Context: an optimization exercise on an open-source flow, tuned for small area, a short achievable clock period and few clock cycles per item. The choices shown serve that exercise and are no tape-out recipe.
The RTL was checked by simulation tests, not by an equivalence proof against the original design.

### constraint.sdc
create_clock -name core_clock -period 11.0 [get_ports {clk}]
set_input_delay 2.2000 -clock core_clock [delete_from_list [all_inputs] [get_ports {clk}]]
set_output_delay 2.2000 -clock core_clock [all_outputs]
set_load 0.01 [all_outputs]
### config.mk
export PLATFORM = sky130hd
export DESIGN_NAME = polyline_proximity_warning_core
export DESIGN_NICKNAME = polyline_proximity_warning_core
export VERILOG_FILES = /design/flow/design.v
export SDC_FILE = /design/flow/constraint.sdc
export NUM_CORES = 8
export LEC_CHECK = 0
export CAP_MARGIN = 20
export CORE_MARGIN = 2
export CORE_UTILIZATION = 40
export SLEW_MARGIN = 20
### run.sh
#!/bin/bash
# synth_recipe.tcl (not shown) runs the flow's synth.tcl, then flattens the netlist and writes it again
# the make line also repeats each setting of config.mk as NAME=value (left out here)
make -C /OpenROAD-flow-scripts/flow DESIGN_CONFIG=/design/flow/config.mk WORK_HOME=/design/flow/orfs CLKGATE_MAP_FILE= SYNTH_SCRIPT=/design/flow/synth_recipe.tcl finish
### design.v
package ppw_pkg;
  localparam int MaxPoints = 64;
  localparam int IdxW      = $clog2(MaxPoints);
  localparam int CntW      = $clog2(MaxPoints + 1);
  localparam int CoordW    = 23;
  localparam int DistW     = 23;
  localparam int LevelW    = 8;
  localparam int StepW     = 16;
  localparam int PointsW   = 7;
  localparam int D2W       = 48;
  localparam int CfgW      = 23;
  localparam logic [DistW-1:0] DistSat = {DistW{1'b1}};
  localparam logic [LevelW-1:0] LevelMax = {LevelW{1'b1}};
  localparam int VtxW      = 2 * CoordW;
  typedef logic signed [CoordW-1:0] coord_t;
  typedef struct packed {
    coord_t z;
    coord_t x;
  } vtx_t;
  function automatic logic [2*CoordW-1:0] default_vtx(input logic [IdxW-1:0] idx);
    logic [2*CoordW-1:0] v;
    case (idx)
      IdxW'(0): v = 46'h00140107129a;   
      IdxW'(1): v = 46'h0054b606d493;   
      IdxW'(2): v = 46'h009cfc0673c6;   
      IdxW'(3): v = 46'h00e8f106095f;   
      IdxW'(4): v = 46'h01408505653e;   
      IdxW'(5): v = 46'h019a7d0499a2;   
      IdxW'(6): v = 46'h01eb9983b710;   
      IdxW'(7): v = 46'h01fed3031f2d;   
      IdxW'(8): v = 46'h0225a0829802;   
      IdxW'(9): v = 46'h022614025fd6;   
      IdxW'(10): v = 46'h02007e81fc39;   
      IdxW'(11): v = 46'h021ee181501d;   
      IdxW'(12): v = 46'h02519a013047;   
      IdxW'(13): v = 46'h0257e48100d5;   
      IdxW'(14): v = 46'h0261a9807f08;   
      IdxW'(15): v = 46'h02629d001a3f;   
      IdxW'(16): v = 46'h025c997edcf9;   
      IdxW'(17): v = 46'h02807dfda62e;   
      IdxW'(18): v = 46'h02795f7c605f;   
      IdxW'(19): v = 46'h023b3b7b3372;   
      IdxW'(20): v = 46'h01f38979fac3;   
      IdxW'(21): v = 46'h01a227796436;   
      IdxW'(22): v = 46'h015178f86bb6;   
      IdxW'(23): v = 46'h00cb1d77eb72;   
      IdxW'(24): v = 46'h0060f077ed5e;   
      IdxW'(25): v = 46'h3fa6ed783486;   
      IdxW'(26): v = 46'h3f627a78c037;   
      IdxW'(27): v = 46'h3ea21af92992;   
      IdxW'(28): v = 46'h3e42a87a3b6e;   
      IdxW'(29): v = 46'h3da9437b777c;   
      IdxW'(30): v = 46'h3d2680fcfd3a;   
      IdxW'(31): v = 46'h3d02e5ff0a5b;   
      IdxW'(32): v = 46'h3cf794009865;   
      IdxW'(33): v = 46'h3d13f382d35e;   
      IdxW'(34): v = 46'h3d96fd05f292;   
      IdxW'(35): v = 46'h3e0d6906d2f3;   
      IdxW'(36): v = 46'h3e922d0779b5;   
      IdxW'(37): v = 46'h3f9838875a31;   
      default:    v = '0;
    endcase
    default_vtx = v;
  endfunction
endpackage
module ppw_vtx_mem (
  input  logic                                         clk,
  input  logic                                         rst_n,
  input  logic                                         wr_req,
  input  logic [ppw_pkg::IdxW-1:0]                     wr_addr,
  input  logic [ppw_pkg::VtxW-1:0]                     wr_data,
  output logic                                         wr_pend,
  output logic                                         wr_fire,
  output logic                                         busy,
  output logic [ppw_pkg::IdxW-1:0]                     head,
  output logic [ppw_pkg::MaxPoints*ppw_pkg::VtxW-1:0]  ring
);
  localparam int VW = ppw_pkg::VtxW;
  localparam int NP = ppw_pkg::MaxPoints;
  logic [VW-1:0]              ring_r [NP];
  logic [ppw_pkg::IdxW-1:0]   head_r;
  logic [ppw_pkg::IdxW:0]     rcnt_r;
  logic                       pend_r;
  logic [ppw_pkg::IdxW-1:0]   paddr_r;
  logic [VW-1:0]              pdata_r;
  logic                       restore;
  logic [VW-1:0]              tail_in;
  assign restore = !rst_n || (rcnt_r != '0);
  assign wr_fire = pend_r && (paddr_r == head_r) && rst_n;
  always_comb begin
    tail_in = ring_r[0];
    if (!rst_n)       tail_in = ppw_pkg::default_vtx(ppw_pkg::IdxW'(ppw_pkg::MaxPoints - 1));
    else if (restore) tail_in = ppw_pkg::default_vtx(head_r);
    else if (wr_fire) tail_in = pdata_r;
  end
  always_ff @(posedge clk) begin
    for (int s = 0; s < NP - 1; s++) ring_r[s] <= ring_r[s+1];
    ring_r[NP-1] <= tail_in;
  end
  always_ff @(posedge clk) begin
    if (!rst_n) head_r <= '0;
    else        head_r <= head_r + 1'b1;
  end
  always_ff @(posedge clk) begin
    if (!rst_n) begin
      rcnt_r <= (ppw_pkg::IdxW+1)'(NP - 1);
      pend_r <= 1'b0;
    end else begin
      if (rcnt_r != '0) rcnt_r <= rcnt_r - 1'b1;
      if (wr_req)       pend_r <= 1'b1;
      else if (wr_fire) pend_r <= 1'b0;
    end
  end
  always_ff @(posedge clk) begin
    if (wr_req) begin
      paddr_r <= wr_addr;
      pdata_r <= wr_data;
    end
  end
  assign wr_pend = pend_r;
  assign busy    = (rcnt_r != '0);
  assign head    = head_r;
  for (genvar s = 0; s < NP; s++) begin : g_tap
    assign ring[s*VW +: VW] = ring_r[s];
  end
endmodule
module ppw_seg_unit (
  input  logic                        clk,
  input  logic                        rst_n,
  input  logic                        start,
  input  logic [ppw_pkg::VtxW-1:0]    a,
  input  logic [ppw_pkg::VtxW-1:0]    b,
  input  logic [ppw_pkg::CoordW-1:0]  px,
  input  logic [ppw_pkg::CoordW-1:0]  pz,
  output logic                        done,
  output logic [ppw_pkg::DistW-1:0]   r
);
  localparam int CW  = ppw_pkg::CoordW;
  localparam int DW  = CW + 1;            
  localparam int OW  = DW + 1;            
  localparam int PW  = 2 * OW;            
  localparam int LW  = 2 * DW - 1;        
  localparam int NW  = 96;                
  localparam int RB  = ppw_pkg::DistW;    
  localparam int RMW = LW + RB + 2;       
  localparam int DRW = LW + RB;           
  typedef enum logic [1:0] {E_IDLE, E_MUL, E_SQD} est_t;
  typedef enum logic [2:0] {T_NONE, T_LEN, T_DOT, T_C, T_N, T_N25, T_N48} tag_t;
  est_t                   st_r;
  logic [3:0]             step_r;
  logic [4:0]             cnt_r;
  logic signed [DW-1:0]   dx_r, dz_r, wx_r, wz_r, ex_r, ez_r;
  logic signed [OW-1:0]   ma, mb, ma_r, mb_r;
  tag_t                   tag, tag1_r, tag2_r;
  logic                   acc_add, acc1_r, acc2_r, acc_sub, sub1_r, sub2_r;
  logic signed [PW-1:0]   p_r;
  logic [LW:0]            len2_r;
  logic signed [LW+1:0]   dot_r, c_r;
  logic signed [NW-1:0]   n_r;
  logic                   clamp_a, clamp_b, clamp_a_r, clamp_b_r;
  logic [LW-1:0]          d_r;
  logic [RMW-1:0]         rm_r;
  logic [RMW+1:0]         rm2, trial;
  logic [DRW-1:0]         dr_r;
  logic [45:0]            nlo_r;
  logic [RB-1:0]          root_r;
  logic                   bit_ok, last_mul;
  assign clamp_a = (len2_r == '0) || dot_r[LW+1] || (dot_r == '0);
  assign clamp_b = !clamp_a && ($signed({1'b0, len2_r}) <= dot_r);
  always_comb begin
    ma = '0; mb = '0; tag = T_NONE; acc_add = 1'b0; acc_sub = 1'b0;
    case (step_r)
      4'd0: begin ma = OW'(dx_r); mb = OW'(dx_r); tag = T_LEN; end
      4'd1: begin ma = OW'(dz_r); mb = OW'(dz_r); tag = T_LEN; acc_add = 1'b1; end
      4'd2: begin ma = OW'(wx_r); mb = OW'(dx_r); tag = T_DOT; end
      4'd3: begin ma = OW'(wz_r); mb = OW'(dz_r); tag = T_DOT; acc_add = 1'b1; end
      4'd4: begin ma = OW'(wx_r); mb = OW'(dz_r); tag = T_C; end
      4'd5: begin ma = OW'(wz_r); mb = OW'(dx_r); tag = T_C; acc_sub = 1'b1; end
      4'd6: begin
        if (clamp_a)      begin ma = OW'(wx_r); mb = OW'(wx_r); tag = T_N; end
        else if (clamp_b) begin ma = OW'(ex_r); mb = OW'(ex_r); tag = T_N; end
      end
      4'd7: begin
        if (clamp_a_r)      begin ma = OW'(wz_r); mb = OW'(wz_r); tag = T_N; acc_add = 1'b1; end
        else if (clamp_b_r) begin ma = OW'(ez_r); mb = OW'(ez_r); tag = T_N; acc_add = 1'b1; end
      end
      4'd8: if (!clamp_a_r && !clamp_b_r) begin
        ma = $signed({1'b0, c_r[23:0]}); mb = $signed({1'b0, c_r[23:0]}); tag = T_N;
      end
      4'd9: if (!clamp_a_r && !clamp_b_r) begin
        ma = OW'($signed(c_r[LW+1:24])); mb = $signed({1'b0, c_r[23:0]}); tag = T_N25;
      end
      4'd10: if (!clamp_a_r && !clamp_b_r) begin
        ma = OW'($signed(c_r[LW+1:24])); mb = OW'($signed(c_r[LW+1:24])); tag = T_N48;
      end
      default: ;
    endcase
  end
  assign last_mul = (clamp_a_r || clamp_b_r) ? (step_r == 4'd10) : (step_r == 4'd13);
  assign rm2    = {rm_r, nlo_r[45:44]};
  assign trial  = (RMW+2)'({dr_r, 2'b00}) + (RMW+2)'(d_r);
  assign bit_ok = (rm2 >= trial);
  always_ff @(posedge clk) begin
    if (!rst_n) st_r <= E_IDLE;
    else begin
      case (st_r)
        E_IDLE: if (start) st_r <= E_MUL;
        E_MUL:  if (last_mul) st_r <= E_SQD;
        E_SQD:  if (cnt_r == 5'd0) st_r <= E_IDLE;
        default: st_r <= E_IDLE;
      endcase
    end
  end
  always_ff @(posedge clk) begin
    ma_r   <= ma;
    mb_r   <= mb;
    tag1_r <= (st_r == E_MUL) ? tag : T_NONE;
    acc1_r <= acc_add;
    sub1_r <= acc_sub;
    p_r    <= ma_r * mb_r;
    tag2_r <= tag1_r;
    acc2_r <= acc1_r;
    sub2_r <= sub1_r;
    case (tag2_r)
      T_LEN: len2_r <= acc2_r ? len2_r + (LW+1)'(p_r) : (LW+1)'(p_r);
      T_DOT: dot_r  <= acc2_r ? dot_r + (LW+2)'(p_r) : (LW+2)'(p_r);
      T_C:   c_r    <= sub2_r ? c_r - (LW+2)'(p_r) : (LW+2)'(p_r);
      T_N:   n_r    <= acc2_r ? n_r + NW'(p_r) : NW'(p_r);
      T_N25: n_r    <= n_r + (NW'(p_r) <<< 25);
      T_N48: n_r    <= n_r + (NW'(p_r) <<< 48);
      default: ;
    endcase
    case (st_r)
      E_IDLE: begin
        step_r <= '0;
        dx_r <= DW'($signed(b[CW-1:0]))  - DW'($signed(a[CW-1:0]));
        dz_r <= DW'($signed(b[2*CW-1:CW])) - DW'($signed(a[2*CW-1:CW]));
        wx_r <= DW'($signed(px)) - DW'($signed(a[CW-1:0]));
        wz_r <= DW'($signed(pz)) - DW'($signed(a[2*CW-1:CW]));
        ex_r <= DW'($signed(px)) - DW'($signed(b[CW-1:0]));
        ez_r <= DW'($signed(pz)) - DW'($signed(b[2*CW-1:CW]));
        clamp_a_r <= 1'b0;
        clamp_b_r <= 1'b0;
      end
      E_MUL: begin
        step_r <= step_r + 4'd1;
        if (step_r == 4'd6) begin
          clamp_a_r <= clamp_a;
          clamp_b_r <= clamp_b;
        end
        if (last_mul) begin
          d_r    <= (clamp_a_r || clamp_b_r) ? LW'(1) : len2_r[LW-1:0];
          nlo_r  <= n_r[45:0];
          rm_r   <= RMW'(n_r[93:46]);
          dr_r   <= '0;
          root_r <= '0;
          cnt_r  <= 5'(RB + 1);
        end
      end
      E_SQD: begin
        if (cnt_r == 5'(RB + 1)) begin
          if (rm_r >= RMW'(d_r)) begin
            root_r <= ppw_pkg::DistSat;
            cnt_r  <= 5'd0;
          end else begin
            cnt_r <= cnt_r - 5'd1;
          end
        end else begin
          if (cnt_r != 5'd0) cnt_r <= cnt_r - 5'd1;
        end
        if (cnt_r != 5'(RB + 1) && cnt_r != 5'd0) begin
          rm_r   <= bit_ok ? RMW'(rm2 - trial) : RMW'(rm2);
          dr_r   <= bit_ok ? DRW'({dr_r, 1'b0}) + DRW'(d_r) : DRW'({dr_r, 1'b0});
          root_r <= {root_r[RB-2:0], bit_ok};
          nlo_r  <= {nlo_r[43:0], 2'b00};
        end
      end
      default: ;
    endcase
  end
  assign done = (st_r == E_SQD) && (cnt_r == 5'd0);
  assign r    = root_r;
endmodule
module ppw_post (
  input  logic                      clk,
  input  logic                      rst_n,
  input  logic                      start,
  input  logic [ppw_pkg::DistW-1:0] dist_in,
  input  logic                      god,
  input  logic [ppw_pkg::DistW-1:0] warn,
  input  logic [ppw_pkg::DistW-1:0] shoot_dist,
  input  logic [ppw_pkg::StepW-1:0] step,
  input  logic                      out_tready,
  output logic                      busy,
  output logic                      out_tvalid,
  output logic [31:0]               out_tdata
);
  localparam int DW = ppw_pkg::DistW;
  localparam int SW = ppw_pkg::StepW;
  localparam int LV = ppw_pkg::LevelW;
  typedef enum logic [1:0] {P_IDLE, P_DIV, P_HOLD} pst_t;
  pst_t              st_r;
  logic [3:0]        cnt_r;
  logic [DW-1:0]     dist_r, rem_r;
  logic [DW-1:0]     dv_r;
  logic [LV-1:0]     q_r;
  logic              in_warn, shoot_r, sat_r, qbit;
  logic [SW-1:0]     s_eff;
  logic [DW:0]       diff;
  logic [LV-1:0]     level;
  logic              out_load;
  logic              out_tvalid_r;
  logic [31:0]       out_tdata_r;
  assign diff    = (DW+1)'(warn) - (DW+1)'(dist_r);
  assign s_eff   = (step == '0) ? SW'(1) : step;
  assign in_warn = (dist_r <= warn);
  assign qbit    = (rem_r >= dv_r);
  assign out_load = (st_r == P_HOLD) && (!out_tvalid_r || out_tready);
  always_comb begin
    if (!in_warn)           level = '0;
    else if (sat_r)         level = ppw_pkg::LevelMax;
    else if (q_r == '0)     level = LV'(1);
    else                    level = q_r;
  end
  always_ff @(posedge clk) begin
    if (!rst_n) st_r <= P_IDLE;
    else begin
      case (st_r)
        P_IDLE: if (start) st_r <= P_DIV;
        P_DIV:  if (cnt_r == 4'd0) st_r <= P_HOLD;
        P_HOLD: if (out_load) st_r <= P_IDLE;
        default: st_r <= P_IDLE;
      endcase
    end
  end
  always_ff @(posedge clk) begin
    case (st_r)
      P_IDLE: begin
        dist_r  <= dist_in;
        shoot_r <= !god;
        cnt_r   <= 4'd9;
      end
      P_DIV: begin
        cnt_r <= cnt_r - 4'd1;
        if (cnt_r == 4'd9) begin
          rem_r   <= diff[DW-1:0];
          sat_r   <= ({1'b0, diff[DW-1:0]} >= {1'b0, s_eff, 8'b0});
          dv_r    <= DW'({s_eff, 7'b0});
          q_r     <= '0;
          shoot_r <= shoot_r && (dist_r <= shoot_dist);
        end else if (cnt_r != 4'd0) begin
          rem_r <= qbit ? rem_r - dv_r : rem_r;
          q_r   <= {q_r[LV-2:0], qbit};
          dv_r  <= dv_r >> 1;
        end
      end
      default: ;
    endcase
  end
  always_ff @(posedge clk) begin
    if (!rst_n)        out_tvalid_r <= 1'b0;
    else if (out_load) out_tvalid_r <= 1'b1;
    else if (out_tready) out_tvalid_r <= 1'b0;
  end
  always_ff @(posedge clk) begin
    if (out_load) out_tdata_r <= {shoot_r && in_warn, level, dist_r};
  end
  assign busy       = (st_r != P_IDLE);
  assign out_tvalid = out_tvalid_r;
  assign out_tdata  = out_tdata_r;
endmodule
module polyline_proximity_warning_core (
  input  logic        clk,
  input  logic        rst_n,
  input  logic        in_tvalid,
  output logic        in_tready,
  input  logic [55:0] in_tdata,    
  input  logic [1:0]  in_tuser,    
  output logic        out_tvalid,
  input  logic        out_tready,
  output logic [31:0] out_tdata,   
  input  logic        cfg_we,
  input  logic [1:0]  cfg_index,
  input  logic [22:0] cfg_wdata
);
  localparam int Lanes = 2;
  localparam int NP    = ppw_pkg::MaxPoints;
  localparam int SL    = NP / Lanes;           
  localparam int CW    = ppw_pkg::CoordW;
  localparam int VW    = ppw_pkg::VtxW;
  localparam int IW    = ppw_pkg::IdxW;
  localparam int GW    = CW;                   
  localparam int KW    = GW + IW;              
  localparam int UW    = CW + 2;               
  localparam int DW    = ppw_pkg::DistW;
  typedef enum logic [2:0] {C_IDLE, C_SWEEP, C_EVQ, C_EVW, C_DONE} cst_t;
  logic [ppw_pkg::PointsW-1:0] points_r;
  logic [DW-1:0]               warn_r, shoot_r;
  logic [ppw_pkg::StepW-1:0]   step_r;
  logic [IW:0]                 n_cur;
  always_ff @(posedge clk) begin
    if (!rst_n) begin
      points_r <= ppw_pkg::PointsW'(38);
      warn_r   <= DW'(9600);
      shoot_r  <= DW'(5200);
      step_r   <= ppw_pkg::StepW'(440);
    end else if (cfg_we) begin
      case (cfg_index)
        2'd0: points_r <= cfg_wdata[ppw_pkg::PointsW-1:0];
        2'd1: warn_r   <= cfg_wdata;
        2'd2: shoot_r  <= cfg_wdata;
        2'd3: step_r   <= cfg_wdata[ppw_pkg::StepW-1:0];
        default: ;
      endcase
    end
  end
  assign n_cur = (points_r > ppw_pkg::PointsW'(NP)) ? (IW+1)'(NP) : (IW+1)'(points_r);
  logic                 mem_busy, wr_pend, wr_fire, wr_req;
  logic [IW-1:0]        head;
  logic [NP*VW-1:0]     ring;
  logic [CW-1:0]        in_x, in_z;
  logic                 in_acc, is_query, short_q;
  cst_t                 st_r;
  assign in_x     = in_tdata[28:6];
  assign in_z     = in_tdata[51:29];
  assign is_query = in_tuser[0];
  assign in_tready = (st_r == C_IDLE) && !mem_busy && (!wr_pend || wr_fire);
  assign in_acc   = in_tvalid && in_tready;
  assign wr_req   = in_acc && !is_query;
  assign short_q  = (in_x == '0 && in_z == '0) || (n_cur < (IW+1)'(2));
  ppw_vtx_mem u_mem (
    .clk     (clk),
    .rst_n   (rst_n),
    .wr_req  (wr_req),
    .wr_addr (in_tdata[IW-1:0]),
    .wr_data ({in_z, in_x}),
    .wr_pend (wr_pend),
    .wr_fire (wr_fire),
    .busy    (mem_busy),
    .head    (head),
    .ring    (ring)
  );
  function automatic logic [VW-1:0] slot(input logic [NP*VW-1:0] rg, input int s);
    slot = rg[((s + NP) % NP)*VW +: VW];
  endfunction
  logic [CW-1:0]   px_r, pz_r;
  logic            god_r;
  logic [5:0]      t_r;
  logic            first_r;
  logic [KW-1:0]   lastkey_r;
  logic [UW-1:0]   u_r;
  logic [KW-1:0]   k_r [3];
  logic            kv_r [3];
  logic [VW-1:0]   ka_r [2];
  logic [VW-1:0]   kb_r [2];
  logic            ev_sel_r;
  logic [DW-1:0]   best_r;
  logic            best_inf_r;
  logic [GW-1:0]   lg_r  [Lanes];
  logic [IW-1:0]   lj_r  [Lanes];
  logic            lsv_r [Lanes];
  logic [UW-1:0]   lu_r  [Lanes];
  logic            lvv_r [Lanes];
  logic            s1_vld_r;
  function automatic logic [CW:0] wdiff(input logic [CW-1:0] p, input logic [CW-1:0] v);
    wdiff = (CW+1)'($signed(p)) - (CW+1)'($signed(v));
  endfunction
  function automatic logic [CW-1:0] omag(input logic [CW:0] w);
    omag = w[CW] ? ~w[CW-1:0] : w[CW-1:0];
  endfunction
  function automatic logic [CW-1:0] gap1(input logic [CW:0] wa, input logic [CW:0] wb);
    logic a_lt_b;
    a_lt_b = ($signed(wa) < $signed(wb));
    if (wa[CW] != wb[CW]) gap1 = '0;
    else if (wa[CW])      gap1 = omag(a_lt_b ? wb : wa);
    else                  gap1 = omag(a_lt_b ? wa : wb);
  endfunction
  always_ff @(posedge clk) begin
    for (int k = 0; k < Lanes; k++) begin
      logic [VW-1:0] va, vb;
      logic [CW:0]   wax, waz, wbx, wbz;
      logic [CW-1:0] gx, gz, mx, mz, mhi, mlo;
      logic [IW-1:0] j;
      va  = slot(ring, k * SL);
      vb  = slot(ring, k * SL + 1);
      j   = head + IW'(k * SL);
      wax = wdiff(px_r, va[CW-1:0]);
      waz = wdiff(pz_r, va[VW-1:CW]);
      wbx = wdiff(px_r, vb[CW-1:0]);
      wbz = wdiff(pz_r, vb[VW-1:CW]);
      gx  = gap1(wax, wbx);
      gz  = gap1(waz, wbz);
      mx  = omag(wax);
      mz  = omag(waz);
      mhi = (mx > mz) ? mx : mz;
      mlo = (mx > mz) ? mz : mx;
      lg_r[k]  <= (gx > gz) ? gx : gz;
      lj_r[k]  <= j;
      lsv_r[k] <= ((IW+1)'(j) + (IW+1)'(2) <= n_cur);
      lu_r[k]  <= UW'(mhi) + UW'(mlo[CW-1:1]) + UW'(2);
      lvv_r[k] <= ((IW+1)'(j) < n_cur);
    end
    s1_vld_r <= (st_r == C_SWEEP) && (t_r < 6'(SL));
  end
  logic [KW-1:0]   nk [3];
  logic            nkv [3];
  logic [VW-1:0]   nka [2];
  logic [VW-1:0]   nkb [2];
  logic [UW-1:0]   nu;
  always_comb begin
    for (int i = 0; i < 3; i++) begin nk[i] = k_r[i]; nkv[i] = kv_r[i]; end
    for (int i = 0; i < 2; i++) begin nka[i] = ka_r[i]; nkb[i] = kb_r[i]; end
    nu = u_r;
    for (int k = 0; k < Lanes; k++) begin
      logic [KW-1:0] key;
      logic [VW-1:0] da, db;
      logic          elig;
      key  = {lg_r[k], lj_r[k]};
      da   = slot(ring, k * SL - 1);
      db   = slot(ring, k * SL);
      elig = s1_vld_r && lsv_r[k] && (first_r || key > lastkey_r);
      if (s1_vld_r && first_r && lvv_r[k] && lu_r[k] < nu) nu = lu_r[k];
      if (elig) begin
        if (!nkv[0] || key < nk[0]) begin
          nk[2] = nk[1]; nkv[2] = nkv[1];
          nk[1] = nk[0]; nkv[1] = nkv[0]; nka[1] = nka[0]; nkb[1] = nkb[0];
          nk[0] = key;   nkv[0] = 1'b1;   nka[0] = da;     nkb[0] = db;
        end else if (!nkv[1] || key < nk[1]) begin
          nk[2] = nk[1]; nkv[2] = nkv[1];
          nk[1] = key;   nkv[1] = 1'b1;   nka[1] = da;     nkb[1] = db;
        end else if (!nkv[2] || key < nk[2]) begin
          nk[2] = key;   nkv[2] = 1'b1;
        end
      end
    end
  end
  logic            ev_start, ev_done;
  logic [DW-1:0]   ev_r;
  logic            qual, cont3, better;
  logic [DW-1:0]   best_nx;
  logic [GW-1:0]   cg, g3;
  assign cg    = ev_sel_r ? k_r[1][KW-1:IW] : k_r[0][KW-1:IW];
  assign qual  = (ev_sel_r ? kv_r[1] : kv_r[0]) && (UW'(cg) <= u_r) &&
                 (best_inf_r || cg < best_r);
  assign better  = best_inf_r || (ev_r < best_r);
  assign best_nx = better ? ev_r : best_r;
  assign g3    = k_r[2][KW-1:IW];
  assign cont3 = kv_r[2] && (UW'(g3) <= u_r) && (g3 < best_nx);
  assign ev_start = (st_r == C_EVQ) && qual;
  ppw_seg_unit u_seg (
    .clk   (clk),
    .rst_n (rst_n),
    .start (ev_start),
    .a     (ev_sel_r ? ka_r[1] : ka_r[0]),
    .b     (ev_sel_r ? kb_r[1] : kb_r[0]),
    .px    (px_r),
    .pz    (pz_r),
    .done  (ev_done),
    .r     (ev_r)
  );
  logic post_busy, post_start;
  assign post_start = (st_r == C_DONE) && !post_busy;
  always_ff @(posedge clk) begin
    if (!rst_n) st_r <= C_IDLE;
    else begin
      case (st_r)
        C_IDLE: if (in_acc && is_query) st_r <= short_q ? C_DONE : C_SWEEP;
        C_SWEEP: if (t_r == 6'(SL)) st_r <= C_EVQ;
        C_EVQ: st_r <= qual ? C_EVW : C_DONE;
        C_EVW: begin
          if (ev_done) begin
            if (!ev_sel_r)  st_r <= C_EVQ;
            else if (cont3) st_r <= C_SWEEP;
            else            st_r <= C_DONE;
          end
        end
        C_DONE: if (post_start) st_r <= C_IDLE;
        default: st_r <= C_IDLE;
      endcase
    end
  end
  always_ff @(posedge clk) begin
    case (st_r)
      C_IDLE: begin
        px_r       <= in_x;
        pz_r       <= in_z;
        god_r      <= in_tuser[1];
        t_r        <= '0;
        first_r    <= 1'b1;
        ev_sel_r   <= 1'b0;
        u_r        <= '1;
        best_r     <= ppw_pkg::DistSat;
        best_inf_r <= !short_q;
        for (int i = 0; i < 3; i++) kv_r[i] <= 1'b0;
      end
      C_SWEEP: begin
        t_r <= t_r + 6'd1;
        u_r <= nu;
        for (int i = 0; i < 3; i++) begin k_r[i] <= nk[i]; kv_r[i] <= nkv[i]; end
        for (int i = 0; i < 2; i++) begin ka_r[i] <= nka[i]; kb_r[i] <= nkb[i]; end
      end
      C_EVW: begin
        if (ev_done) begin
          best_r     <= best_nx;
          best_inf_r <= 1'b0;
          ev_sel_r   <= 1'b1;
          if (ev_sel_r) begin
            lastkey_r <= k_r[1];
            first_r   <= 1'b0;
            t_r       <= '0;
            ev_sel_r  <= 1'b0;
            for (int i = 0; i < 3; i++) kv_r[i] <= 1'b0;
          end
        end
      end
      default: ;
    endcase
  end
  ppw_post u_post (
    .clk        (clk),
    .rst_n      (rst_n),
    .start      (post_start),
    .dist_in    (best_r),
    .god        (god_r),
    .warn       (warn_r),
    .shoot_dist (shoot_r),
    .step       (step_r),
    .out_tready (out_tready),
    .busy       (post_busy),
    .out_tvalid (out_tvalid),
    .out_tdata  (out_tdata)
  );
endmodule
==> impl_metrics.yaml <==
status:
  outcome: "timing/DRC/antenna clean"
floorplanning:
  chipWidth_microns: 742
  die_area_sq_um: 551000
  rows: 271
  floorplan.initialDensity_pct: 40.1
  io-pin-count: 122
  dieHeight_microns: 742
  fp.coreArea_sq_um: 544000
critical_path:
  rrSetupSlack_ns: 0.93
  regToRegEndpoint: "lu_r[0][23]"
  timing.reg2reg.worst_path_depth: 43
  reg2reg_from: "px_r[5]"
  arrival_ns: 10.89
  timing.setup.critical_path_class: "flop to flop"
  critPathLaunchType: "flop"
  critical_path_required_ns: 11.83
  crit_path_max_incr_delay_ns: 0.62
  critical_path.slowest_cell: "edfxtp_1"
  critPathMaxFanout: 18
  worst_path_most_repeated_cell: "o21ai_0"
  timing.critical_path.to_type: "flop"
global_routing:
  antenna_found_initial: 61
  grt_usage_pct: 23.7
  number_of_global_route_vias_before_repair: 149320
  grt_max_degree: 144
  grt_overflow_total: 0
  grt_first_pass_wirelength_microns: 985000
clocking:
  resize_count_post_cts: 0
  numCtsBuffers: 442
  cts-root-to-sink-buffers: 4
  worstSkewPairLatency_ns: 1.08
  clk_pin_slew_worst_paths_ns: 0.07
  post_cts_hold_buffer_count: 0
  htreeDepth: 5
  cts_tree: "yes"
  post-cts-setup-buffers: 0
  cts_sinks: 4519
  cts.root.buffer_cell: "clkbuf_16"
synth:
  number_of_flip_flops_and_latches_in_the_synthesized_netlist: 4519
  yosys.area_share.simple_pct: 10.3
  syn-instance-count: 20761
  synth_top_area_share_pct: 30.2
  sequential_element_share_of_the_synthesized_area_pct: 47.1
  most_common_cell_in_the_netlist: "dfxtp_1"
  yosys_warnings: 18
  synth-main-ff-cell: "dfxtp_1"
  synth_xor_area_share_pct: 4.15
  yosys-mux-area-fraction_pct: 2.68
  synthAdderAreaFrac_pct: 16.8
  yosys-top-cells-count: "dfxtp_1, ha_1, inv_1"
  synth_async_sr_flop_share_pct: 0
  synth_compound_area_share_pct: 14.8
  library_cell_occupying_the_most_area_in_the_post_synthesis_netlist: "dfxtp_1"
  synth.net_count: 23361
  synth_top_cells_by_area: "dfxtp_1, edfxtp_1, ha_1"
  synth_enable_flop_cells: 1227
  synth_area_sq_um: 218000
  combinational_family_with_the_most_area_after_synthesis: "adder cells"
  synth_cell_types: 105
  syn_avg_cell_area_sq_um: 10.5
route:
  wl_microns: 674000
  drt_first_pass_iters: 14
  avgViaCountPerCell: 5.46
  routed-via-count: 155868
  drt_drc_violations_left: 0
  detail_route.iter0.violations: 15466
  detail-route-antenna-nets: 0
  detail_routed_net_length_per_standard_cell_microns: 23.6
timing:
  max-slew-margin-rel_pct: 13.9
  final.min_clock_period_ns: 10.07
  setup_violations: 0
  worst-slew-pin-transition_ns: 1.26
  slew_viol_final: 0
  final.period_utilization_pct: 91.5
  rsz0062_at_grt: "no"
  finClkSkew_ns: 0.142
  timing.fmax_mhz: 99.3
  finalSetupTns_ns: 0
  number_of_hold_violations_in_the_final_report: 0
placed_design:
  place_area_sq_um: 229000
  portBuffers: 117
  routabilityCongestion: 0.995
  detailedPlacementHpwl_microns: 511000
layout:
  flow.area_growth_from_synthesis_pct: 12.0
  final.fill_count: 51022
  nNetsFinal: 23510
  final_core_util_pct: 44.9
  finalInstanceArea_sq_um: 244000
  drive_gt1_share_pct: 6.48
hold_path:
  holdPathStages: 0
  worst_hold_check_path_type: "flop to flop"
  worst_hold_path.endpoint: "u_mem.ring_r[11][44]"
  hold_path.startpoint: "u_mem.ring_r[12][44]"
flow_run:
  cap_violations: 0
[through the flow]
step           worst slack [ns]  hold WS, ns  instances
2_1_floorplan            0.0571        0.310      20761
3_3_place_gp              0.960        0.310      27698
3_5_place_dp               1.09        0.312      27698
4_1_cts                   0.972        0.216      28529
5_1_grt                   0.120        0.224      28533
6_report                  0.933        0.236      28544
[worst max-delay path by stage]
stage | startpoint | to | depth (start not counted) | slack [ns]
6_report | px_r[5] | lu_r[0][23] | 43 | 0.93
5_1_grt | u_mem.ring_r[32][24] | lu_r[1][23] | 50 | 0.12
4_1_cts | px_r[5] | lu_r[0][23] | 43 | 0.97
3_5_place_dp | px_r[5] | lu_r[0][23] | 43 | 1.09
3_3_place_gp | px_r[5] | lu_r[0][23] | 43 | 0.96
2_1_floorplan | st_r[1] | u_r[24] | 5 | 0.06
[layer usage]
metal,track usage (%),vias up,wire length [microns]
li1,-,73326,-
met3,3.33,1207,46600
met1,32.6,75746,296000
met5,0,-,27
met2,36.9,5585,296000
met4,10.7,4,35300
[registers in the layout, summed over array words and instances (netlist names), 29 cells and up, named ones only]
name	count
u_seg.d_r	47
u_seg.n_r	94
lastkey_r	29
u_seg.rm_r	72
k_r	87
u_mem.pdata_r	46
ka_r	92
u_seg.dot_r	49
u_seg.nlo_r	46
u_mem.ring_r	2944
lg_r	46
u_seg.c_r	49
u_post.out_tdata_r	32
lu_r	48
u_seg.p_r	50
u_seg.dr_r	70
kb_r	92
u_seg.len2_r	48
[cells by family (layout without fill, tap and decap cells)]
family / Yosys count / in the layout
AOI/OAI and AO/OA: 4998 / 4998
xor gates and xnor gates: 1034 / 1034
adders and majority gates: 2515 / 2515
buffers and inverters: 2425 / 2961
DFF: 4519 / 4519
muxes: 569 / 569
other: 0 / 13
and+or+nand+nor: 4701 / 4701
[layout make-up]
class	instances	area [sq um]	area share, %
well taps	7234	9050	3.70
multi-input cells	13817	107000	43.6
clock buffers	608	12900	5.29
clock inverters	223	2790	1.14
flip-flops and latches	4519	103000	42.1
diodes	13	32.5	0.0133
inverters	1669	6270	2.57
repair buffers	461	3930	1.61
[worst max-delay path: cells and delay by family, from the launching register on]
kind,cells,cell delay (ns)
buf+inv,2,0.61
fa+ha+maj,4,1.32
flops,1,0.62
xor+xnor,1,0.32
simple gates,6,0.48
compound gates,29,6.23
mux,1,0.25
[placed cells by master, fill, tap and decap left out, drive strengths merged, types with 225 or more instances in the layout]
cell	instances
a21o	691
a21oi	1398
and2	353
buf	345
clkbuf	608
dfxtp	3292
edfxtp	1227
fa	685
ha	1827
inv	1700
mux2i	474
nand2	1521
nand2b	292
nand3	289
nand4	225
nor2	1130
nor2b	254
o21ai	961
o22ai	253
xnor2	680
xor2	354
Testbench counts, summed over its fixed seeds: cycles 72,374, queries 640.

[what the ideal ports hide]
The results above use ideal ports. As a check the final layout listed here was re-extracted and re-timed, cells and wires unchanged. Step 1: set_driving_cell puts a clkbuf_16 on clk and a buf_2 on each other input, an assumption about the parent block. Step 2, shift: input delay + t, output delay - t, t = (earliest + latest rising clock arrival at the registers) / 2. This alone moves slack from input paths to output paths. Slacks: ideal / step 1 / step 2; pairs: ideal / step 1.
t, ns: 1.136
setup slack, ns: 0.933 / 0.933 / 0.933
hold slack, ns: 0.236 / 0.236 / 0.236
worst slew at a driven data input, ns: 0.12
After both steps setup and hold are still met in this run. The setup slack of this run moves by 0.000 ns with the drivers and by 0.000 ns with both steps.
